This is an optimization exercise on Yosys and OpenROAD, whose aim is small area, not a production implementation.
In this exercise RTL edits were held to simulation tests only and were not proved equivalent to the original.
Power is estimated from default activity; no workload was simulated.

--- flow/design.v ---
package sprite_pkg;
    typedef logic [5:0] addr_t;
    typedef logic [7:0] byte_t;
    typedef logic [9:0] coord_t;
    typedef logic [7:0] lcoord_t;
    typedef logic [5:0] bmp_addr_t;
    typedef struct packed {
        logic [1:0]  write_n;
        logic [1:0]  read_n;
        addr_t       address;
        logic [31:0] wdata;
    } bus_req_t;
    typedef struct packed {
        coord_t pix_x;
        coord_t pix_y;
        logic   visible;
        logic   hsync;
        logic   vsync;
    } raster_t;
    typedef logic [(4 * 2)*8-1:0] obj_table_t;
    typedef enum logic [1:0] {
        IDLE,
        COPY,
        DONE
    } commit_state_t;
endpackage
`timescale 1ns/1ps
module rca #(
    parameter int W = 4
) (
    input  logic [W-1:0] a,
    input  logic [W-1:0] b,
    input  logic         ci,
    output logic [W-1:0] s,
    output logic         co
);
    logic [W:0] c;
    assign c[0] = ci;
    for (genvar i = 0; i < W; i++) begin : g_bit
        assign s[i]   = a[i] ^ b[i] ^ c[i];
        assign c[i+1] = (a[i] & b[i]) | (c[i] & (a[i] ^ b[i]));
    end
    assign co = c[W];
endmodule
module sprite_hit (
    input  logic        vis,     
    input  logic [3:0]  lx,      
    input  logic [2:0]  ly,      
    input  logic        x_on,    
    input  logic        y_on,    
    input  logic [22:0] obj,     
    output logic        hit,
    output logic [5:0]  byte_a,  
    output logic [2:0]  bit_a
);
    logic [3:0] x;
    logic [2:0] y;
    logic [7:0] off;
    logic [3:0] wm1, hm1;
    logic [3:0] dx;
    logic [2:0] dy;
    logic       x_ge, y_ge, x_le, y_le;
    logic [3:0] unused_x;
    logic [3:0] unused_y;
    assign x   = obj[3:0];
    assign y   = obj[6:4];
    assign off = obj[14:7];
    assign wm1 = obj[22:19];
    assign hm1 = obj[18:15];
    rca #(4) u_dx (.a(lx), .b(~x[3:0]), .ci(1'b1), .s(dx), .co(x_ge));
    rca #(3) u_dy (.a(ly), .b(~y[2:0]), .ci(1'b1), .s(dy), .co(y_ge));
    rca #(4) u_xl (.a(wm1), .b(~dx), .ci(1'b1), .s(unused_x), .co(x_le));
    rca #(4) u_yl (.a(hm1), .b(~{1'b0, dy}), .ci(1'b1), .s(unused_y), .co(y_le));
    logic [6:0] p0, p1, p2, s1, s2, bo;
    logic       c1, c2, c3;
    assign p0 = {3'b0, dy[0] ? wm1 : 4'd0};
    assign p1 = {2'b0, dy[1] ? wm1 : 4'd0, 1'b0};
    assign p2 = {1'b0, dy[2] ? wm1 : 4'd0, 2'b0};
    rca #(7) u_m1 (.a(p0), .b(p1), .ci(1'b0), .s(s1), .co(c1));
    rca #(7) u_m2 (.a(s1), .b(p2), .ci(1'b0), .s(s2), .co(c2));
    rca #(7) u_m3 (.a(s2), .b({4'b0, dy} + {3'b0, dx}), .ci(1'b0), .s(bo), .co(c3));
    logic [7:0] bt;
    logic       bc;
    rca #(8) u_bt (.a(off), .b({4'b0, bo[6:3]}), .ci(1'b0), .s(bt), .co(bc));
    assign hit    = vis && x_on && y_on && x_ge && y_ge && x_le && y_le
                    && !bc && (bt < 8'd55);
    assign byte_a = bt[5:0];
    assign bit_a  = bo[2:0];
endmodule
`timescale 1ns/1ps
module sprite_engine_top (
    input  logic        clk,
    input  logic        rst_n,
    input  logic [5:0]  address,
    input  logic [31:0] data_in,
    input  logic [1:0]  data_write_n,
    input  logic [1:0]  data_read_n,
    output logic [31:0] data_out,
    output logic        data_ready,
    output logic [7:0]  uo_out,
    output logic        user_interrupt
);
    logic [6:0] hc, hn;
    logic [5:0] vc, vn;
    logic       h_last, v_last;
    assign h_last = hc[6] & (&hc[3:0]);           
    assign v_last = vc[5] & vc[1] & vc[0];        
    assign hn = h_last ? 7'd0 : hc + 7'd1;
    assign vn = h_last ? (v_last ? 6'd0 : vc + 6'd1) : vc;
    always_ff @(posedge clk) begin
        if (!rst_n) begin
            hc <= 7'd79;
            vc <= 6'd35;
        end else begin
            hc <= hn;
            vc <= vn;
        end
    end
    logic v33;
    assign v33 = (vc == 6'd33);
    logic       wr;
    logic [7:0] wd;
    logic [7:0] ctrl;
    logic [63:0] stg, act;
    logic [439:0] bm;
    logic [63:0] dec;
    assign wr  = (data_write_n == 2'b00);
    assign wd  = data_in[7:0];
    assign dec = 64'd1 << address;
    logic cm;
    logic commit_done;
    always_ff @(posedge clk) begin
        if (hc == 7'd0 && v33) cm <= ctrl[1];
    end
    assign commit_done    = cm & v33 & (hc == 7'd9);
    assign user_interrupt = ~cm & v33 & (hc == 7'd1);
    for (genvar i = 0; i < 55; i++) begin : g_bm
        logic en, set, hold;
        assign en   = wr & dec[i + 8] & ctrl[0];
        assign set  = rst_n & en;
        assign hold = rst_n & ~en;
        always_ff @(posedge clk) begin
            bm[8*i +: 8] <= ({8{set}} & wd) | ({8{hold}} & bm[8*i +: 8]);
        end
    end
    for (genvar i = 0; i < 8; i++) begin : g_tab
        logic sen, sset, shold, cen, cset, chold;
        assign sen   = wr & dec[i];
        assign sset  = rst_n & sen;
        assign shold = rst_n & ~sen;
        assign cen   = cm & v33 & (hc == 7'(i + 1));
        assign cset  = rst_n & cen;
        assign chold = rst_n & ~cen;
        always_ff @(posedge clk) begin
            stg[8*i +: 8] <= ({8{sset}} & wd) | ({8{shold}} & stg[8*i +: 8]);
            act[8*i +: 8] <= ({8{cset}} & stg[8*i +: 8]) | ({8{chold}} & act[8*i +: 8]);
        end
    end
    always_ff @(posedge clk) begin
        if (!rst_n) begin
            ctrl <= 8'd0;
        end else if (wr & dec[63]) begin
            ctrl <= wd;
        end else if (commit_done) begin
            ctrl[1] <= 1'b0;
        end
    end
    logic [511:0] space;
    logic [7:0]   rd_byte;
    assign space   = {ctrl, bm, act};
    logic [63:0] rdec;
    assign rdec = {64{rst_n && data_read_n == 2'b00}} & (64'd1 << address);
    always_comb begin
        rd_byte = 8'd0;
        for (int i = 0; i < 64; i++) begin
            rd_byte = rd_byte | ({8{rdec[i]}} & space[8*i +: 8]);
        end
    end
    logic [7:0] dout;
    always_ff @(posedge clk) begin
        data_ready <= rst_n && (data_read_n != 2'b11);
        dout       <= rd_byte;
    end
    assign data_out = {24'd0, dout};
    logic       slot2, slot3;
    logic [4:0] gx;                  
    logic [5:0] gy;                  
    logic       u_vis;
    logic       hit;
    logic [5:0] a, a0r, a1r, pa;
    logic [2:0] b, b0r, b1r, pb;
    logic       h0r, h1r;
    logic       port;
    logic [5:0] wa;
    logic       bw, snoop0, snoop1;
    logic       out0, cache0, cache1, pixel_on;
    assign slot2 = (hc[1:0] == 2'b10);
    assign slot3 = (hc[1:0] == 2'b11);
    always_comb begin
        gx = hc[6:2];
        gy = vc;
        if (hc[1]) begin
            if (hc[6:2] == 5'd19) begin
                gx = 5'd0;
                gy = v_last ? 6'd0 : vc + 6'd1;
            end else begin
                gx = hc[6:2] + 5'd1;
            end
        end
    end
    assign u_vis = !gx[4] && !gy[5];
    logic [22:0] o0, o1, u_obj;
    logic        u_xon, u_yon;
    assign o0 = {act[31:16], act[10:8], act[3:0]};
    assign o1 = {act[63:48], act[42:40], act[35:32]};
    assign u_obj = slot2 ? o1 : o0;
    assign u_xon = slot2 ? (act[39:36] == 4'd0) : (act[7:4] == 4'd0);
    assign u_yon = slot2 ? (act[47:43] == 5'd0) : (act[15:11] == 5'd0);
    sprite_hit u_hit (.vis(u_vis), .lx(gx[3:0]), .ly(gy[4:2]), .x_on(u_xon), .y_on(u_yon), .obj(u_obj),
                      .hit(hit), .byte_a(a), .bit_a(b));
    always_ff @(posedge clk) begin
        a0r <= a;
        b0r <= b;
        h0r <= hit;
    end
    always_ff @(posedge clk) begin
        if (!rst_n) begin
            a1r <= 6'd0;
            b1r <= 3'd0;
            h1r <= 1'b1;
        end else if (slot2) begin
            a1r <= a;
            b1r <= b;
            h1r <= hit;
        end
    end
    assign pa = slot3 ? a1r : a0r;
    assign pb = slot3 ? b1r : b0r;
    logic [63:0] pdec;
    logic [7:0]  pbyte;
    assign pdec = 64'd1 << pa;
    always_comb begin
        pbyte = 8'd0;
        for (int i = 0; i < 55; i++) begin
            pbyte = pbyte | ({8{pdec[i]}} & bm[8*i +: 8]);
        end
    end
    logic [7:0] pbd;
    assign pbd  = 8'd1 << pb;
    assign port = |(pbyte & pbd);
    assign wa     = address - 6'd8;
    assign bw     = wr & ctrl[0] & (address >= 6'd8) & (address != 6'd63);
    assign snoop0 = bw & (wa == a0r);
    assign snoop1 = bw & (wa == a1r);
    assign out0 = slot3 ? cache0 : (h0r & port);
    always_ff @(posedge clk) begin
        if (!rst_n) begin
            cache0   <= 1'b0;
            cache1   <= 1'b0;
            pixel_on <= 1'b0;
        end else begin
            cache0 <= h0r & (snoop0 ? wd[b0r] : port);
            if (snoop1) begin
                cache1 <= h1r & wd[b1r];
            end else if (slot3) begin
                cache1 <= h1r & port;
            end
            pixel_on <= out0 | cache1;
        end
    end
    logic hs_o, vs_o;
    assign hs_o = (hc >= 7'd69) && (hc < 7'd77);
    assign vs_o = (hc != 7'd0) ? (vc == 6'd33 || vc == 6'd34) : (vc == 6'd34 || v_last);
    assign uo_out = {vs_o, hs_o, {6{pixel_on}}};
endmodule
--- flow/flow/run.sh ---
#!/bin/bash
# Standard layout with two changes: the buffers ABC inserted during synthesis are
# removed at floorplan (repair then rebuffers only where needed), and the clock tree
# uses smaller buffers in smaller clusters, without dummy loads. Synthesis,
# floorplan, power grid, placement and routing are the standard flow's.
set -euo pipefail
export REMOVE_ABC_BUFFERS=1
export CTS_ARGS="-sink_clustering_enable -repair_clock_nets -dont_use_dummy_load -buf_list sky130_fd_sc_hd__clkbuf_8 -sink_clustering_size 12 -sink_clustering_max_diameter 60"
bash standard.sh > standard_flow.log 2>&1
--- flow/standard.sh ---
#!/bin/bash
# synth_recipe.tcl (not shown) runs the flow's synth.tcl, then flattens the netlist and writes it again
# the make line also repeats each setting of config.mk as NAME=value (left out here)
make -C /OpenROAD-flow-scripts/flow DESIGN_CONFIG=/design/flow/config.mk WORK_HOME=/design/flow/orfs CLKGATE_MAP_FILE= SYNTH_SCRIPT=/design/flow/synth_recipe.tcl "${@:-finish}"
--- flow/config.mk ---
export PLATFORM = sky130hd
export DESIGN_NAME = sprite_engine_top
export DESIGN_NICKNAME = sprite_engine_top
export VERILOG_FILES = /design/flow/design.v
export SDC_FILE = /design/flow/constraint.sdc
export NUM_CORES = 4
export LEC_CHECK = 0
export CAP_MARGIN = 20
export CORE_MARGIN = 2
export CORE_UTILIZATION = 30
export GPL_ROUTABILITY_DRIVEN = 1
export GPL_TIMING_DRIVEN = 0
export SLEW_MARGIN = 20
--- flow/constraint.sdc ---
create_clock -name core_clock -period 10.0 [get_ports {clk}]
set_input_delay 2.0000 -clock core_clock [delete_from_list [all_inputs] [get_ports {clk}]]
set_output_delay 2.0000 -clock core_clock [all_outputs]
set_load 0.01 [all_outputs]
==> metrics.md, run 1 <==
| Metric | Value |
|---|---|
| Setup_tns | `0 ps` |
| Yosys reg bits | `between 600 and 700` |
| DR WL/cell | `a little under 50 um` |
| Grt total ovfl | `0` |
| Area growth syn-to-layout | `10.9%` |
| Syn Std Cell Area | `29000 sq um` |
| Die H | `315 um` |
| Final hold violation count | `0` |
| Antenna violations before repair | `24` |
| Power per cell area | `between 150 and 200 nW/um^2` |
| Iter 0 DRT Violations | `around 5300` |
| Total track usage | `0.398` |
| Leakage | `~11 nW` |
| H-tree levels | `3` |
| CP max stage cell | `ha_2` |
| Critical Path Max Stage Delay | `slightly above 600 ps` |
| Final cycle utilization of the critical path | `0.905` |
| Hold buffer count at CTS | `0` |
| Avg Cell Area, Syn | `between 9 and 10 sq um` |
| Port bufs | `37` |
| Unrepaired setup endpoints after global routing | `no` |
| DP Cell Count | `a little over 4000` |
| Reg2reg end | `h1r` |
| Multi-input gate area | `between 15000 and 20000 sq um` |
| Root buffer cell | `clkbuf_8` |
| Ranking of synthesized cells by area | `dfxtp_1 (43%), a22o_1 (19%), a22oi_1 (4.4%), nor2_1 (2.5%), nand4_1 (2.1%)` |
| Vias per inst | `between 7 and 8` |
| Yosys cell types | `86` |
| Reg-to-Reg Start | `hc[1]` |
| Share of layout cells above drive strength 1 | `0.0824` |
| Final count of pins violating max slew | `0` |
| VDD IR max | `between 0.0001 and 0.00015 V` |
| TritonRoute pass-1 iters | `10` |
| Fin nets | `roughly 3000` |
| Reg clk slew, reported paths | `80 ps` |
| Total power | `roughly 5.3 mW` |
| Worst path most repeated cell | `fa_1` |
| DIE WIDTH | `315 um` |
| CP endpoint | `h1r` |
| Register Area | `12500 sq um` |
| HPWL Detailed | `157 mm` |
| Post-CTS Setup Inserts | `0` |
| Starting Density | `0.304` |
| Critical Path AT | `a little under 10000 ps` |
| GP Congestion | `between 1 and 1.5` |
| Most frequent cell after synthesis | `a22o_1` |
| Final setup fails | `0` |
| Largest family of logic cells by synthesized area | `compound AO/OA/AOI/OAI gates` |
| Fill count | `approximately 10000` |
| FFs w/ async S/R, synth | `0` |
| Post-synthesis compound-gate area fraction | `0.343` |
| Tightest Pin Transition | `about 1300 ps` |
| Worst path required time | `between 10000 and 15000 ps` |
| Core footprint | `around 95000 sq um` |
| Ports | `86` |
| Share of the synthesized area in the top cell type | `0.429` |
| Post-route ant nets | `0` |
| Type of origin of the critical path | `flip-flop` |
| First-pass GRT wire length | `roughly 260 mm` |
| Mux contribution to synthesized area | `0.0286` |
| CTS tree | `built` |
| Simple-gate share of the synthesized area | `0.123` |
| CTS Buf Count | `76` |
| Post-synth EDFFs | `1` |
| Peak Freq | `111 MHz` |
| Xor/xnor share of the synthesized area | `0.00665` |
| Area leader, netlist | `dfxtp_1` |
| YS warnings | `1` |
| Place WS | `926 ps` |
| Mapped Cells | `about 2900` |
| Hold WS | `roughly 450 ps` |
| Relative slew margins | `0.0874` |
| Clock latency (worst-skew pair) | `roughly 800 ps` |
| Clock Path Buffers | `3` |
| Via count | `30000` |
| Largest net degree at the start of global routing | `115` |
| Final cell count without fillers | `between 4000 and 5000` |
| Final worst path period need | `between 9000 and 10000 ps` |
| Worst Setup SP | `hc[1]` |
| R2r setup slk | `roughly 950 ps` |
| DRC viols | `0` |
| Largest fanout on the critical path | `18` |
| Die ar. | `a little under 100000 sq um` |
| Clk_skew | `97.1 ps` |
| Sequential share of the synthesized area | `0.430` |
| Worst Hold Class | `flip-flop to flip-flop` |
| Max-cap viol count | `0` |
| Row Count | `around 110` |
| Status | `timing/DRC/antenna clean` |
| Setup crit end kind | `flip-flop` |
| Adder-Cell Fraction of Synth Area | `0.0263` |
| Post_cts resized | `0` |
| Worst Reg-to-Reg Cells | `29` |
| Vias in the first global route | `about 27000` |
| Critical path type | `flip-flop to flip-flop` |
| Post-synth top cells | `a22o_1 (634), dfxtp_1 (621), nor2_1 (196)` |
| Worst Slack Setup Final | `around 950 ps` |
| Synth Flop Type | `dfxtp_1` |
| # clock sinks | `622` |
| DRT Wirelength | `approximately 200 mm` |
[per-stage QoR]
| step | utilization | area (sq um) |
|---|---|---|
| after global routing | 0.337 | 32100 |
| after global placement | 0.314 | 30000 |
| after floorplan | - | 28000 |
| final | 0.337 | 32100 |
| after CTS | 0.337 | 32100 |
| after detailed placement | 0.326 | 31000 |
[flip-flops by register name, indices dropped and copies added, names as in the netlist]
name and cells:
a0r 6, a1r 6, b1r 3, ctrl 8
hc 7, vc 6, stg 64, data_ready 1
pixel_on 1, bm 440, cache1 1, cm 1
h0r 1, dout 8, h1r 1, cache0 1
b0r 3, act 64
[worst max-delay path, delay by kind of cell (launching register included)]
family	cells	cell delay [ps]
adder cells (fa/ha/maj)	16	5940
AND/OR/NAND/NOR	5	910
AO/OA/AOI/OAI	2	720
flip-flops	1	580
multiplexers	2	560
buffers and inverters	4	250
[worst min-delay path by stage]
stage | from | cells past startpoint | to
floorplan | ctrl[1] | 0 | cm
global placement | stg[40] | 1 | act[40]
detailed placement | stg[33] | 1 | act[33]
CTS | stg[25] | 1 | act[25]
global route | stg[48] | 1 | act[48]
finish | stg[25] | 1 | act[25]
[cell families after synthesis]
group	count (synthesis)
flops	622
other cells	1
xor+xnor	22
buf+inv	263
mux	76
simple gates	685
fa+ha+maj	50
compound gates	1209
[power breakdown]
part,switching [mW],leakage (nW),internal [mW]
sequential,0.0642,5.01,2.51
combinational,0.804,5.61,0.327
clock,0.949,0.547,0.672
[cells in the final DEF (no fill, tap or decap), drive strengths merged, types with 13 or more instances in the layout]
master / netlist / final
nor4: 17 / 17
buf: 79 / 61
a222oi: 30 / 30
nand4: 98 / 98
a32oi: 30 / 30
clkdlybuf4s50: 0 / 27
ha: 32 / 32
mux2i: 58 / 58
and3: 18 / 18
a221oi: 69 / 69
nand3: 77 / 77
a2111oi: 19 / 19
nand2: 109 / 109
nor2b: 55 / 55
nor3b: 15 / 15
xnor2: 13 / 13
a21oi: 22 / 22
inv: 49 / 49
a22o: 634 / 634
a22oi: 169 / 169
mux2: 14 / 14
clkbuf: 135 / 77
a21boi: 24 / 24
a31oi: 13 / 13
nor3: 29 / 29
conb: 1 / 24
nor2: 199 / 199
dfxtp: 621 / 621
o21ai: 66 / 66
o22ai: 18 / 18
o21a: 44 / 44
diode: 0 / 14
fa: 18 / 18
[per-layer routing]
metal	wire [um]	up-vias	GRT usage
met1	82300	15300	0.517
li1	-	11600	-
met4	16800	8	0.264
met2	81000	2406	0.558
met5	50	-	0
met3	23100	633	0.133
[layout make-up]
class / count / share of cell area
Clock buffer: 76 / 0.0326
Sequential cell: 622 / 0.388
Multi-Input combinational cell: 2066 / 0.487
Timing Repair Buffer: 89 / 0.0369
Inverter: 49 / 0.00573
Tap cell: 1265 / 0.0493
Antenna cell: 14 / 0.00109
==> inputs of run 2 (changes only) <==
--- a/flow/design.v
+++ b/flow/design.v
@@ -109,8 +109,8 @@
     assign vn = h_last ? (v_last ? 6'd0 : vc + 6'd1) : vc;
     always_ff @(posedge clk) begin
         if (!rst_n) begin
-            hc <= 7'd79;
-            vc <= 6'd35;
+            hc <= 7'd1;
+            vc <= 6'd0;
         end else begin
             hc <= hn;
             vc <= vn;
@@ -130,10 +130,10 @@
     logic cm;
     logic commit_done;
     always_ff @(posedge clk) begin
-        if (hc == 7'd0 && v33) cm <= ctrl[1];
-    end
-    assign commit_done    = cm & v33 & (hc == 7'd9);
-    assign user_interrupt = ~cm & v33 & (hc == 7'd1);
+        if (hc == 7'd2 && v33) cm <= ctrl[1];
+    end
+    assign commit_done    = cm & v33 & (hc == 7'd11);
+    assign user_interrupt = ~cm & v33 & (hc == 7'd3);
     for (genvar i = 0; i < 55; i++) begin : g_bm
         logic en, set, hold;
         assign en   = wr & dec[i + 8] & ctrl[0];
@@ -148,7 +148,7 @@
         assign sen   = wr & dec[i];
         assign sset  = rst_n & sen;
         assign shold = rst_n & ~sen;
-        assign cen   = cm & v33 & (hc == 7'(i + 1));
+        assign cen   = cm & v33 & (hc == 7'(i + 3));
         assign cset  = rst_n & cen;
         assign chold = rst_n & ~cen;
         always_ff @(posedge clk) begin
@@ -194,20 +194,10 @@
     logic [5:0] wa;
     logic       bw, snoop0, snoop1;
     logic       out0, cache0, cache1, pixel_on;
-    assign slot2 = (hc[1:0] == 2'b10);
-    assign slot3 = (hc[1:0] == 2'b11);
-    always_comb begin
-        gx = hc[6:2];
-        gy = vc;
-        if (hc[1]) begin
-            if (hc[6:2] == 5'd19) begin
-                gx = 5'd0;
-                gy = v_last ? 6'd0 : vc + 6'd1;
-            end else begin
-                gx = hc[6:2] + 5'd1;
-            end
-        end
-    end
+    assign slot2 = (hc[1:0] == 2'b00);
+    assign slot3 = (hc[1:0] == 2'b01);
+    assign gx = hc[6:2];
+    assign gy = vc;
     assign u_vis = !gx[4] && !gy[5];
     logic [22:0] o0, o1, u_obj;
     logic        u_xon, u_yon;
@@ -219,23 +209,25 @@
     sprite_hit u_hit (.vis(u_vis), .lx(gx[3:0]), .ly(gy[4:2]), .x_on(u_xon), .y_on(u_yon), .obj(u_obj),
                       .hit(hit), .byte_a(a), .bit_a(b));
     always_ff @(posedge clk) begin
-        a0r <= a;
-        b0r <= b;
-        h0r <= hit;
-    end
-    always_ff @(posedge clk) begin
-        if (!rst_n) begin
-            a1r <= 6'd0;
-            b1r <= 3'd0;
-            h1r <= 1'b1;
-        end else if (slot2) begin
-            a1r <= a;
-            b1r <= b;
-            h1r <= hit;
-        end
-    end
-    assign pa = slot3 ? a1r : a0r;
-    assign pb = slot3 ? b1r : b0r;
+        if (!rst_n) begin
+            a0r <= 6'd0;
+            b0r <= 3'd0;
+            h0r <= 1'b1;
+        end else begin
+            a0r <= a;
+            b0r <= b;
+            h0r <= hit;
+        end
+    end
+    always_ff @(posedge clk) begin
+        if (slot3) begin
+            a1r <= a0r;
+            b1r <= b0r;
+            h1r <= h0r;
+        end
+    end
+    assign pa = a0r;
+    assign pb = b0r;
     logic [63:0] pdec;
     logic [7:0]  pbyte;
     assign pdec = 64'd1 << pa;
@@ -252,6 +244,8 @@
     assign bw     = wr & ctrl[0] & (address >= 6'd8) & (address != 6'd63);
     assign snoop0 = bw & (wa == a0r);
     assign snoop1 = bw & (wa == a1r);
+    logic sd0;
+    assign sd0  = snoop0 ? wd[b0r] : port;
     assign out0 = slot3 ? cache0 : (h0r & port);
     always_ff @(posedge clk) begin
         if (!rst_n) begin
@@ -259,17 +253,17 @@
             cache1   <= 1'b0;
             pixel_on <= 1'b0;
         end else begin
-            cache0 <= h0r & (snoop0 ? wd[b0r] : port);
-            if (snoop1) begin
+            cache0 <= h0r & sd0;
+            if (slot3) begin
+                cache1 <= h0r & sd0;
+            end else if (snoop1) begin
                 cache1 <= h1r & wd[b1r];
-            end else if (slot3) begin
-                cache1 <= h1r & port;
             end
             pixel_on <= out0 | cache1;
         end
     end
     logic hs_o, vs_o;
-    assign hs_o = (hc >= 7'd69) && (hc < 7'd77);
-    assign vs_o = (hc != 7'd0) ? (vc == 6'd33 || vc == 6'd34) : (vc == 6'd34 || v_last);
+    assign hs_o = (hc >= 7'd71) && (hc < 7'd79);
+    assign vs_o = (hc >= 7'd3) ? (vc == 6'd33 || vc == 6'd34) : (vc == 6'd34 || v_last);
     assign uo_out = {vs_o, hs_o, {6{pixel_on}}};
 endmodule
==> run 2 against run 1 <==
Count of clock-buffer cells in the layout decreased by 5. Combinational power decreased by 79%. Clock power decreased by 4%. Clock skew increased by 38 ps. Final cell count decreased by 0.60%. Core utilization decreased by 0.19 points. Die area decreased by 0.49%. Sequential power decreased by 3%. Synthesized cell count increased by 0.17%. Wire length decreased by 7.0%. Power decreased by 19%. Critical endpoint is now h0r. Largest cell class unchanged. Largest power group unchanged. Highest routed layer unchanged.
==> metrics.md, run 2 <==
| Metric | Value |
|---|---|
| Core footprint | `95200 sq um (-0.15%)` |
| H-tree levels | `3 (unchanged)` |
| VDD IR max | `0.0000908 V (-23%)` |
| Most frequent cell after synthesis | `a22o_1` |
| DR WL/cell | `45.5 um (-6.4%)` |
| CTS tree | `built` |
| Die ar. | `98500 sq um (-0.49%)` |
| Total track usage | `0.374 (-0.0243)` |
| Largest net degree at the start of global routing | `101 (-12%)` |
| Yosys cell types | `80 (-7.0%)` |
| DRC viols | `0 (unchanged)` |
| DIE WIDTH | `314 um (-0.24%)` |
| CP max stage cell | `fa_1` |
| Share of the synthesized area in the top cell type | `0.425 (-0.00482)` |
| Fin nets | `2972 (-0.87%)` |
| Most frequent cells in the layout | `a22o_1 (615), dfxtp_1 (605), nand3_1 (256)` |
| Fill count | `9762 (+0.18%)` |
| Unrepaired setup endpoints after global routing | `no` |
| Critical path type | `flip-flop to flip-flop` |
| CTS Buf Count | `71 (-6.6%)` |
| Post-route ant nets | `0 (unchanged)` |
| Vias in the first global route | `26700 (-0.48%)` |
| Relative slew margins | `0.0764 (-0.0110)` |
| Final cycle utilization of the critical path | `0.804 (-0.101)` |
| TritonRoute pass-1 iters | `6 (-4)` |
| HPWL Detailed | `144 mm (-8.5%)` |
| Final count of pins violating max slew | `0 (unchanged)` |
| Grt total ovfl | `0 (unchanged)` |
| Port bufs | `37 (unchanged)` |
| First-pass GRT wire length | `250 mm (-5.2%)` |
| Type of origin of the critical path | `flip-flop` |
| Reg with most FFs | `bm` |
| Vias per inst | `6.97 (-2.9%)` |
| # clock sinks | `622 (unchanged)` |
| Largest fanout on the critical path | `28 (+10)` |
| Status | `timing/DRC/antenna clean` |
| Mapped Cells | `2933 (+0.17%)` |
| FFs w/ async S/R, synth | `0 (unchanged)` |
| Die H | `314 um (-0.24%)` |
| Setup crit end kind | `flip-flop` |
| Syn Std Cell Area | `28800 sq um (-0.49%)` |
| Critical Path AT | `8730 ps (-1030 ps)` |
| Final worst path period need | `8040 ps (-1010 ps)` |
| Worst Hold Launch | `stg[21]` |
| Peak Freq | `124 MHz (+13%)` |
| Post-CTS Setup Inserts | `0 (unchanged)` |
| Worst path required time | `10690 ps (-20 ps)` |
| Ports | `86 (unchanged)` |
| Worst Hold Class | `flip-flop to flip-flop` |
| Area growth syn-to-layout | `10.7%` |
| Iter 0 DRT Violations | `4940 (-6.4%)` |
| Worst Setup SP | `hc[0]` |
| Setup_tns | `0 ps (unchanged)` |
| Post-synth EDFFs | `11 (+10)` |
| Max-cap viol count | `0 (unchanged)` |
| Area leader, netlist | `dfxtp_1` |
| Root buffer cell | `clkbuf_8` |
| Reg-to-Reg Start | `hc[0]` |
| Post-synth top cells | `a22o_1 (615), dfxtp_1 (611), nand3_1 (260)` |
| Critical Path Max Stage Delay | `650 ps (+40 ps)` |
| Yosys reg bits | `622 (unchanged)` |
| YS warnings | `1 (unchanged)` |
| Clock Path Buffers | `3 (unchanged)` |
| Total power | `4.29 mW (-19%)` |
| Via count | `29000 (-3.5%)` |
| Antenna violations before repair | `20 (-17%)` |
| Hold buffer count at CTS | `0 (unchanged)` |
| Reg clk slew, reported paths | `80 ps (about the same)` |
| Sequential share of the synthesized area | `0.436 (+0.00560)` |
| GP Congestion | `1.08 (-3.0%)` |
| Leakage | `11.1 nW (-0.29%)` |
| Row Count | `113 (unchanged)` |
| Avg Cell Area, Syn | `9.82 sq um (-0.66%)` |
| Commonest non-fill, non-tap cell in the layout | `a22o_1` |
| Final Core Density | `0.335 (-0.00189)` |
| Tightest Pin Transition | `1370 ps (+38.3 ps)` |
| Worst path most repeated cell | `fa_1` |
| Top flop regs | `bm (440), act (64), stg (64)` |
| Share of layout cells above drive strength 1 | `0.0833 (+0.000976)` |
| Hold WS | `422 ps (-31.3 ps)` |
| Final hold violation count | `0 (unchanged)` |
| Max FFs per register | `440 (unchanged)` |
| Synth Flop Type | `dfxtp_1` |
| Final setup fails | `0 (unchanged)` |
| Post_cts resized | `0 (unchanged)` |
| DRT Wirelength | `189 mm (-7.0%)` |
| Clk_skew | `135 ps (+38.0 ps)` |
| Starting Density | `0.303 (-0.00105)` |
| Ranking of synthesized cells by area | `dfxtp_1 (42%), a22o_1 (19%), nand3_1 (4.5%), a22oi_1 (3.5%), nand4_1 (2.3%)` |
| Clock latency (worst-skew pair) | `810 ps (about the same)` |
| Power per cell area | `135 nW/um^2 (-19%)` |
[run 2: changes by cell type after synthesis, sizes merged, moves of 25 or more]
cell,before,now
nand3,77,261
o21ai,66,24
a22oi,169,133
nor2,199,168
mux2,14,41
nand2,109,84
[run 2: metrics by stage]
step | worst slack, ps | cells | cell area, sq um
2_1_floorplan | 2390 | 2723 | 27800
3_3_place_gp | -2530 | 4025 | 29800
3_5_place_dp | 1850 | 4074 | 30900
4_1_cts | 1880 | 4145 | 31900
5_1_grt | 1470 | 4149 | 31900
6_report | 1960 | 4156 | 31900
[run 2: logic make-up after synthesis]
logic type	synth area share
compound gates	0.298
xor+xnor	0.00669
fa+ha+maj	0.0247
buf+inv	0.0436
flops	0.436
mux	0.0383
other cells	0.000130
simple gates	0.153
[run 2: area by class of cell]
| class | count | area (sq um) | area share |
|---|---|---|---|
| timing repair buffer | 86 | 1250 | 0.0391 |
| inverter | 45 | 169 | 0.00530 |
| tap | 1265 | 1580 | 0.0496 |
| antenna | 11 | 27.5 | 0.000863 |
| clock buffer | 71 | 977 | 0.0306 |
| sequential | 622 | 12600 | 0.395 |
| multi-input combinational | 2056 | 15300 | 0.480 |
[run 2: power by group]
part / switching (mW) / internal [mW]
Sequential: 0.00720 / 2.49
Clock: 0.935 / 0.630
Combinational: 0.182 / 0.0515
Total: 1.12 / 3.17
[run 2: per-layer routing]
layer	GRT usage	vias up	wire length, um
li1	-	11400	-
met2	0.541	2259	77300
met4	0.272	16	17600
met1	0.462	14500	72400
met5	0.000484	-	103
met3	0.128	727	21600
[run 2: worst paths after layout]
kind	end	cells past startpoint	slack (ps)
worst max-delay path	h0r	31	1960
worst min-delay path	act[21]	1	420
worst max register to register	h0r	31	1960
worst min register to register	act[21]	1	420
[run 2: worst max-delay path: cells and delay by family (launching register included)]
| family | cells | cell delay (ps) |
|---|---|---|
| AND/OR/NAND/NOR | 5 | 650 |
| flip-flops | 1 | 420 |
| buffers and inverters | 8 | 720 |
| adder cells (fa/ha/maj) | 16 | 5550 |
| multiplexers | 1 | 270 |
| AO/OA/AOI/OAI | 1 | 380 |
==> inputs of run 3 (changes only) <==
--- a/flow/design.v
+++ b/flow/design.v
@@ -189,7 +189,7 @@
     logic       hit;
     logic [5:0] a, a0r, a1r, pa;
     logic [2:0] b, b0r, b1r, pb;
-    logic       h0r, h1r;
+    logic       h0r;
     logic       port;
     logic [5:0] wa;
     logic       bw, snoop0, snoop1;
@@ -221,9 +221,8 @@
     end
     always_ff @(posedge clk) begin
         if (slot3) begin
-            a1r <= a0r;
+            a1r <= h0r ? a0r : 6'd63;
             b1r <= b0r;
-            h1r <= h0r;
         end
     end
     assign pa = a0r;
@@ -257,7 +256,7 @@
             if (slot3) begin
                 cache1 <= h0r & sd0;
             end else if (snoop1) begin
-                cache1 <= h1r & wd[b1r];
+                cache1 <= wd[b1r];
             end
             pixel_on <= out0 | cache1;
         end
==> run 3 against run 2 <==
Sequential share of layout area up 0.66 points. Wire length is 2.0% lower. Clock skew shrank 65 ps. Largest power group unchanged.
==> metrics.md, run 3 <==
| Metric | Value |
|---|---|
| Status | `timing/DRC/antenna clean` |
| Starting Density | `0.303 (about the same)` |
| Critical Path Max Stage Delay | `630 ps (-20 ps)` |
| DR WL/cell | `45.1 um (-0.74%)` |
| Avg Cell Area, Syn | `9.79 sq um (-0.37%)` |
| Post-route ant nets | `0 (unchanged)` |
| Antenna violations before repair | `17 (-15%)` |
| H-tree levels | `3 (unchanged)` |
| CTS Buf Count | `68 (-4.2%)` |
| Fill count | `9653 (-1.1%)` |
| Clock latency (worst-skew pair) | `750 ps (-60 ps)` |
| Leakage | `11.1 nW (-0.41%)` |
| Final Instance Area | `31300 sq um (-2.0%)` |
| YS warnings | `1 (unchanged)` |
| Most frequent cells in the layout | `a22o_1 (626), dfxtp_1 (605), nand3_1 (239)` |
| Vias per inst | `7.02 (+0.70%)` |
| FFs w/ async S/R, synth | `0 (unchanged)` |
| Tightest Pin Transition | `1320 ps (-50.3 ps)` |
| Sequential share of the synthesized area | `0.444 (+0.00753)` |
| Clk_skew | `70.5 ps (-64.7 ps)` |
| Register Area | `12500 sq um (-0.32%)` |
| Reg clk slew, reported paths | `80 ps (about the same)` |
| Final setup fails | `0 (unchanged)` |
| Iter 0 DRT Violations | `5340 (+8.1%)` |
| Worst Slack Setup Final | `1960 ps (-6.58 ps)` |
| Largest net degree at the start of global routing | `54 (-47%)` |
| Share of layout cells above drive strength 1 | `0.0848 (+0.00147)` |
| Yosys reg bits | `621 (-0.16%)` |
| CTS tree | `built` |
| Final count of pins violating max slew | `0 (unchanged)` |
| Die H | `311 um (-0.96%)` |
| Reg with most FFs | `bm` |
| First-pass GRT wire length | `245 mm (-2.2%)` |
| Grt total ovfl | `0 (unchanged)` |
| Vias in the first global route | `26400 (-0.89%)` |
| Critical Path AT | `8680 ps (-50 ps)` |
| Commonest non-fill, non-tap cell in the layout | `a22o_1` |
| VDD IR max | `0.0000897 V (-1.3%)` |
| Clock Path Buffers | `3 (unchanged)` |
| Syn Std Cell Area | `28300 sq um (-1.9%)` |
| Yosys cell types | `76 (-5.0%)` |
| Largest fanout on the critical path | `24 (-14%)` |
| Core footprint | `93300 sq um (-1.9%)` |
| HPWL Detailed | `140 mm (-2.9%)` |
| CP max stage cell | `fa_1` |
| Peak Freq | `124 MHz (about the same)` |
| # clock sinks | `621 (-0.16%)` |
| Unrepaired setup endpoints after global routing | `no` |
| Worst path most repeated cell | `fa_1` |
| Post-synth top cells | `a22o_1 (626), dfxtp_1 (611), nand3_1 (239)` |
| Hold WS | `468 ps (+45.6 ps)` |
| Setup crit end kind | `flip-flop` |
| Post_cts resized | `0 (unchanged)` |
| TritonRoute pass-1 iters | `8 (+2)` |
| GP Congestion | `1.09 (+1.3%)` |
| Via count | `28800 (-0.54%)` |
| Critical path type | `flip-flop to flip-flop` |
| Root buffer cell | `clkbuf_8` |
| Final cycle utilization of the critical path | `0.804 (about the same)` |
| Multi-input gate area | `14700 sq um (-3.7%)` |
| Row Count | `112 (-0.88%)` |
| Ranking of synthesized cells by area | `dfxtp_1 (43%), a22o_1 (19%), nand3_1 (4.2%), a22oi_1 (3.2%), nor2_1 (3.1%)` |
| Post-synth EDFFs | `10 (-1)` |
| Mapped Cells | `2887 (-1.6%)` |
| Area growth syn-to-layout | `10.7% (about the same)` |
| Post-CTS Setup Inserts | `0 (unchanged)` |
| Worst path required time | `10640 ps (-50 ps)` |
| Top flop regs | `bm (440), act (64), stg (64)` |
| Max-cap viol count | `0 (unchanged)` |
| Area leader, netlist | `dfxtp_1` |
| DRT Wirelength | `185 mm (-2.0%)` |
| Most frequent cell after synthesis | `a22o_1` |
| Total track usage | `0.369 (-0.00495)` |
| Fin nets | `2934 (-1.3%)` |
| Max FFs per register | `440 (unchanged)` |
| Worst Hold Class | `flip-flop to flip-flop` |
| Final worst path period need | `8040 ps (+6.58 ps)` |
| Die ar. | `96700 sq um (-1.9%)` |
| Port bufs | `37 (unchanged)` |
| DRC viols | `0 (unchanged)` |
| Ports | `86 (unchanged)` |
| Power per cell area | `137 nW/um^2 (+1.5%)` |
| Synth Flop Type | `dfxtp_1` |
| Place WS | `1950 ps (+99.8 ps)` |
| Final hold violation count | `0 (unchanged)` |
| Relative slew margins | `0.115 (+0.0387)` |
| Type of origin of the critical path | `flip-flop` |
| Cell Area, Placed | `30300 sq um (-2.0%)` |
| DIE WIDTH | `311 um (-0.96%)` |
| Share of the synthesized area in the top cell type | `0.433 (+0.00837)` |
| Hold buffer count at CTS | `0 (unchanged)` |
[run 3: final cells by class]
type	count	share of cell area
inverter	50	0.00616
timing repair buffer	89	0.0406
sequential	621	0.401
multi-input combinational	2014	0.471
tap	1254	0.0502
clock buffer	68	0.0299
antenna	9	0.000720
[run 3: worst max-delay path, delay by kind of cell, from the launching register on]
kind	cells	cell delay (ps)
compound gates	2	520
fa+ha+maj	16	5600
buf+inv	8	680
flops	1	400
mux	1	270
simple gates	4	440
[run 3: per-layer routing]
metal  vias up  share of wire  wire length (um)  global-route usage
met5         -        0.00082               152              0.0148
li1      11300              -                 -                   -
met4        18          0.086             16000               0.256
met1     14300           0.40             73300               0.476
met2      2481           0.39             72700               0.513
met3       692           0.12             23100               0.124
[run 3: cells by family (layout without fill, tap and decap cells)]
logic type,Yosys count,after routing,share of synthesized area
AOI/OAI and AO/OA,1015,1015,0.298
and+or+nand+nor,836,836,0.154
DFF,621,621,0.444
buffers and inverters,275,207,0.0444
muxes,70,70,0.0280
adders and majority gates,46,46,0.0252
xor gates and xnor gates,23,23,0.00713
other,1,33,0.000133
[run 3: per-stage QoR]
| stage | utilization | TNS [ps] | power, mW | std cells |
|---|---|---|---|---|
| after CTS | 0.335 | 0 | 4.26 | 4093 |
| after detailed placement | 0.325 | 0 | 2.79 | 4025 |
| after floorplan | - | 0 | 2.64 | 2685 |
| final | 0.335 | 0 | 4.27 | 4105 |
| after global placement | 0.313 | -3350 | 2.77 | 3976 |
| after global routing | 0.335 | 0 | 4.35 | 4099 |
[run 3: report_power, final]
group	internal [mW]	switching, mW	total, mW	leakage [nW]
Combinational	0.0535	0.194	0.247	5.57
Clock	0.606	0.923	1.53	0.489
Sequential	2.49	0.00804	2.49	5.02
[run 3: path summary, 6_finish.rpt]
kind | start | end | slack, ps | cells past startpoint
setup / recovery | hc[0] | h0r | 1960 | 31
hold reg to reg | stg[12] | act[12] | 470 | 1
setup reg to reg | hc[0] | h0r | 1960 | 31
hold / removal | stg[12] | act[12] | 470 | 1
==> inputs of run 4 (changes only) <==
--- a/flow/flow/run.sh
+++ b/flow/flow/run.sh
@@ -5,5 +5,5 @@
 # floorplan, power grid, placement and routing are the standard flow's.
 set -euo pipefail
 export REMOVE_ABC_BUFFERS=1
-export CTS_ARGS="-sink_clustering_enable -repair_clock_nets -dont_use_dummy_load -buf_list sky130_fd_sc_hd__clkbuf_8 -sink_clustering_size 12 -sink_clustering_max_diameter 60"
+export CTS_ARGS="-sink_clustering_enable -repair_clock_nets -dont_use_dummy_load -buf_list sky130_fd_sc_hd__clkbuf_8 -sink_clustering_size 16 -sink_clustering_max_diameter 60"
 bash standard.sh > standard_flow.log 2>&1
==> run 4 against run 3 <==
Flip-flop and latch count unchanged. Clock skew rose by 21 ps. Highest routed layer unchanged. Clock power down 7%. Largest power group unchanged. Via count increased by 0.88%. Count of clock-buffer cells in the layout is 9 lower. Power fell by 2.5%. Wire length hardly changed. Hold slack got worse by 17 ps.
==> metrics.md, run 4 <==
| Metric | Value |
|---|---|
| Status | `timing/DRC/antenna clean` |
| Largest fanout on the critical path | `24 (unchanged)` |
| Starting Density | `0.303 (unchanged)` |
| Worst path required time | `10690 ps (+50 ps)` |
| Grt total ovfl | `0 (unchanged)` |
| Largest net degree at the start of global routing | `54 (unchanged)` |
| CTS tree | `built` |
| Die H | `311 um (unchanged)` |
| Final hold violation count | `0 (unchanged)` |
| Critical Path AT | `8750 ps (+70 ps)` |
| HPWL Detailed | `140 mm (unchanged)` |
| Area leader, netlist | `dfxtp_1` |
| Post_cts resized | `0 (unchanged)` |
| Global Route met1 Usage | `0.476 (about the same)` |
| Final count of pins violating max slew | `0 (unchanged)` |
| Vias in the first global route | `26400 (-0.22%)` |
| Most frequent cells in the layout | `a22o_1 (626), dfxtp_1 (605), nand3_1 (239)` |
| Register Area | `12500 sq um (unchanged)` |
| Post-synth top cells | `a22o_1 (626), dfxtp_1 (611), nand3_1 (239)` |
| Ports | `86 (unchanged)` |
| Antenna violations before repair | `13 (-4)` |
| Most frequent cell after synthesis | `a22o_1` |
| Synth Flop Type | `dfxtp_1` |
| Power per cell area | `134 nW/um^2 (-2.2%)` |
| Cell family with the largest share of critical-path delay | `adder cells` |
| Total track usage | `0.368 (-0.00126)` |
| # clock sinks | `621 (unchanged)` |
| Multi-input gate area | `14700 sq um (about the same)` |
| Unrepaired setup endpoints after global routing | `no` |
| WP buf/inv | `8 (unchanged)` |
| DIE WIDTH | `311 um (unchanged)` |
| CTS Buf Count | `59 (-13%)` |
| Mapped Cells | `2887 (unchanged)` |
| Yosys cell types | `76 (unchanged)` |
| Top Usage Layer GRT | `met2` |
| TritonRoute pass-1 iters | `10 (+2)` |
| Top flop regs | `bm (440), act (64), stg (64)` |
| Final worst path period need | `8070 ps (+24.4 ps)` |
| Sequential share of the synthesized area | `0.444 (unchanged)` |
| Area growth syn-to-layout | `10.3%` |
| Core footprint | `93300 sq um (unchanged)` |
| Leakage | `11.0 nW (-0.55%)` |
| Type of origin of the critical path | `flip-flop` |
| Root buffer cell | `clkbuf_8` |
| DRT Wirelength | `185 mm (about the same)` |
| Die ar. | `96700 sq um (unchanged)` |
| Final Core Density | `0.334 (-0.00118)` |
| Final cycle utilization of the critical path | `0.807 (+0.00244)` |
| Hold WS | `451 ps (-16.9 ps)` |
| Worst path most repeated cell | `fa_1` |
| Fin nets | `2925 (-0.31%)` |
| Iter 0 DRT Violations | `5382 (+0.79%)` |
| Port bufs | `37 (unchanged)` |
| Post-route ant nets | `0 (unchanged)` |
| Post-synth EDFFs | `10 (unchanged)` |
| Share of the synthesized area in the top cell type | `0.433 (unchanged)` |
| YS warnings | `1 (unchanged)` |
| VDD IR max | `0.0000921 V (+2.7%)` |
| Place WS | `1950 ps (unchanged)` |
| Syn Std Cell Area | `28300 sq um (unchanged)` |
| Reg clk slew, reported paths | `100 ps (+20 ps)` |
| Yosys reg bits | `621 (unchanged)` |
| Setup crit end kind | `flip-flop` |
| Reg with most FFs | `bm` |
| Hold buffer count at CTS | `0 (unchanged)` |
| Share of layout cells above drive strength 1 | `0.0822 (-0.00255)` |
| Ranking of synthesized cells by area | `dfxtp_1 (43%), a22o_1 (19%), nand3_1 (4.2%), a22oi_1 (3.2%), nor2_1 (3.1%)` |
| Final setup fails | `0 (unchanged)` |
| Worst Hold Class | `flip-flop to flip-flop` |
| Grt met3 use | `0.125 (+0.00113)` |
| Final Instance Area | `31200 sq um (-0.35%)` |
| Fill count | `9668 (+0.16%)` |
| Post-CTS Setup Inserts | `0 (unchanged)` |
| GP Congestion | `1.09 (unchanged)` |
| Row Count | `112 (unchanged)` |
| First-pass GRT wire length | `245 mm (-0.14%)` |
| Tightest Pin Transition | `1410 ps (+85.3 ps)` |
| Max FFs per register | `440 (unchanged)` |
| Critical path type | `flip-flop to flip-flop` |
| CP max stage cell | `fa_1` |
| Avg Cell Area, Syn | `9.79 sq um (unchanged)` |
| Via count | `29100 (+0.88%)` |
| FFs w/ async S/R, synth | `0 (unchanged)` |
| H-tree levels | `2 (-1)` |
| Max-cap viol count | `0 (unchanged)` |
| Clock latency (worst-skew pair) | `780 ps (+30 ps)` |
| Commonest non-fill, non-tap cell in the layout | `a22o_1` |
| Clk_skew | `91.8 ps (+21.3 ps)` |
| Critical Path Max Stage Delay | `630 ps (about the same)` |
| Worst Slack Setup Final | `1930 ps (-24.4 ps)` |
| Relative slew margins | `0.0615 (-0.0536)` |
| Grt met2 use | `0.509 (-0.00421)` |
| DRC viols | `0 (unchanged)` |
| Cell Area, Placed | `30300 sq um (unchanged)` |
| Peak Freq | `124 MHz (-0.30%)` |
| DR WL/cell | `45.2 um (+0.13%)` |
| Vias per inst | `7.09 (+1.1%)` |
| Clock Path Buffers | `3 (unchanged)` |
## run 4: final cells by class
cell class                 instances  share of cell area
clock buffer                      59              0.0261
sequential                       621               0.403
inverter                          50             0.00618
multi-input combinational       2014               0.473
tap                             1254              0.0504
antenna                           11            0.000883
timing repair buffer              89              0.0410
## run 4: kinds of logic after synthesis
logic type	share of synthesized area
AO/OA/AOI/OAI	0.298
XOR/XNOR	0.00713
adder cells (fa/ha/maj)	0.0252
buffers and inverters	0.0444
flip-flops	0.444
multiplexers	0.0280
other	0.000133
AND/OR/NAND/NOR	0.154
## run 4: per-stage QoR
stage,TNS (ps),std cells,power [mW]
after detailed placement,0,4025,2.79
final,0,4098,4.16
after global routing,0,4090,4.25
after global placement,-3350,3976,2.77
after floorplan,0,2685,2.64
after CTS,0,4084,4.15
## run 4: worst reg2reg max path: cells and delay by family (launching register included)
family | cells | cell delay, ps
adders and majority gates | 16 | 5600
buffers and inverters | 8 | 690
AOI/OAI and AO/OA | 2 | 540
and+or+nand+nor | 4 | 450
DFF | 1 | 400
muxes | 1 | 290
## run 4: final timing paths
check / start / end / slack (ps) / cells after the start
setup / recovery: hc[0] / h0r / 1930 / 31
hold / removal: stg[58] / act[58] / 450 / 1
setup reg to reg: hc[0] / h0r / 1930 / 31
hold reg to reg: stg[58] / act[58] / 450 / 1
## run 4: where the power goes
| group | internal (mW) | switching [mW] |
|---|---|---|
| sequential | 2.49 | 0.00808 |
| clock | 0.522 | 0.899 |
| combinational | 0.0535 | 0.194 |
## run 4: per-layer routing
metal	part of all wire	routed length (um)
met1	0.40	73200
met3	0.13	23200
met5	0.00020	37
met2	0.39	72100
met4	0.090	16700

## re-timing with driven ports
Ports are ideal in the flow. The routed layouts listed here were re-timed in OpenROAD. Step 1: set_driving_cell puts a clkbuf_16 on clk and a buf_2 on each other input, an assumption about the parent block. Step 2, shift: input delay + t, output delay - t, t = (earliest + latest rising clock arrival at the registers) / 2. This alone moves slack from input paths to output paths. Three values: ideal ports, drivers, drivers and shift; two values: the first two.
run | shift t [ns] | setup WS [ns] | worst setup path at the end | slew at the worst register clock pin (ns) | cell pins on the clock port's net
run 1 | 0.815 | 0.952 / 0.952 / 0.952 | register to register | 0.09 / 0.09 | 1
run 2 | 0.807 | 1.962 / 1.962 / 1.962 | register to register | 0.09 / 0.09 | 1
run 3 | 0.789 | 1.956 / 1.956 / 1.956 | register to register | 0.10 / 0.10 | 1
run 4 | 0.810 | 1.931 / 1.931 / 1.931 | register to register | 0.11 / 0.11 | 1
After both steps every run listed still meets setup and hold.
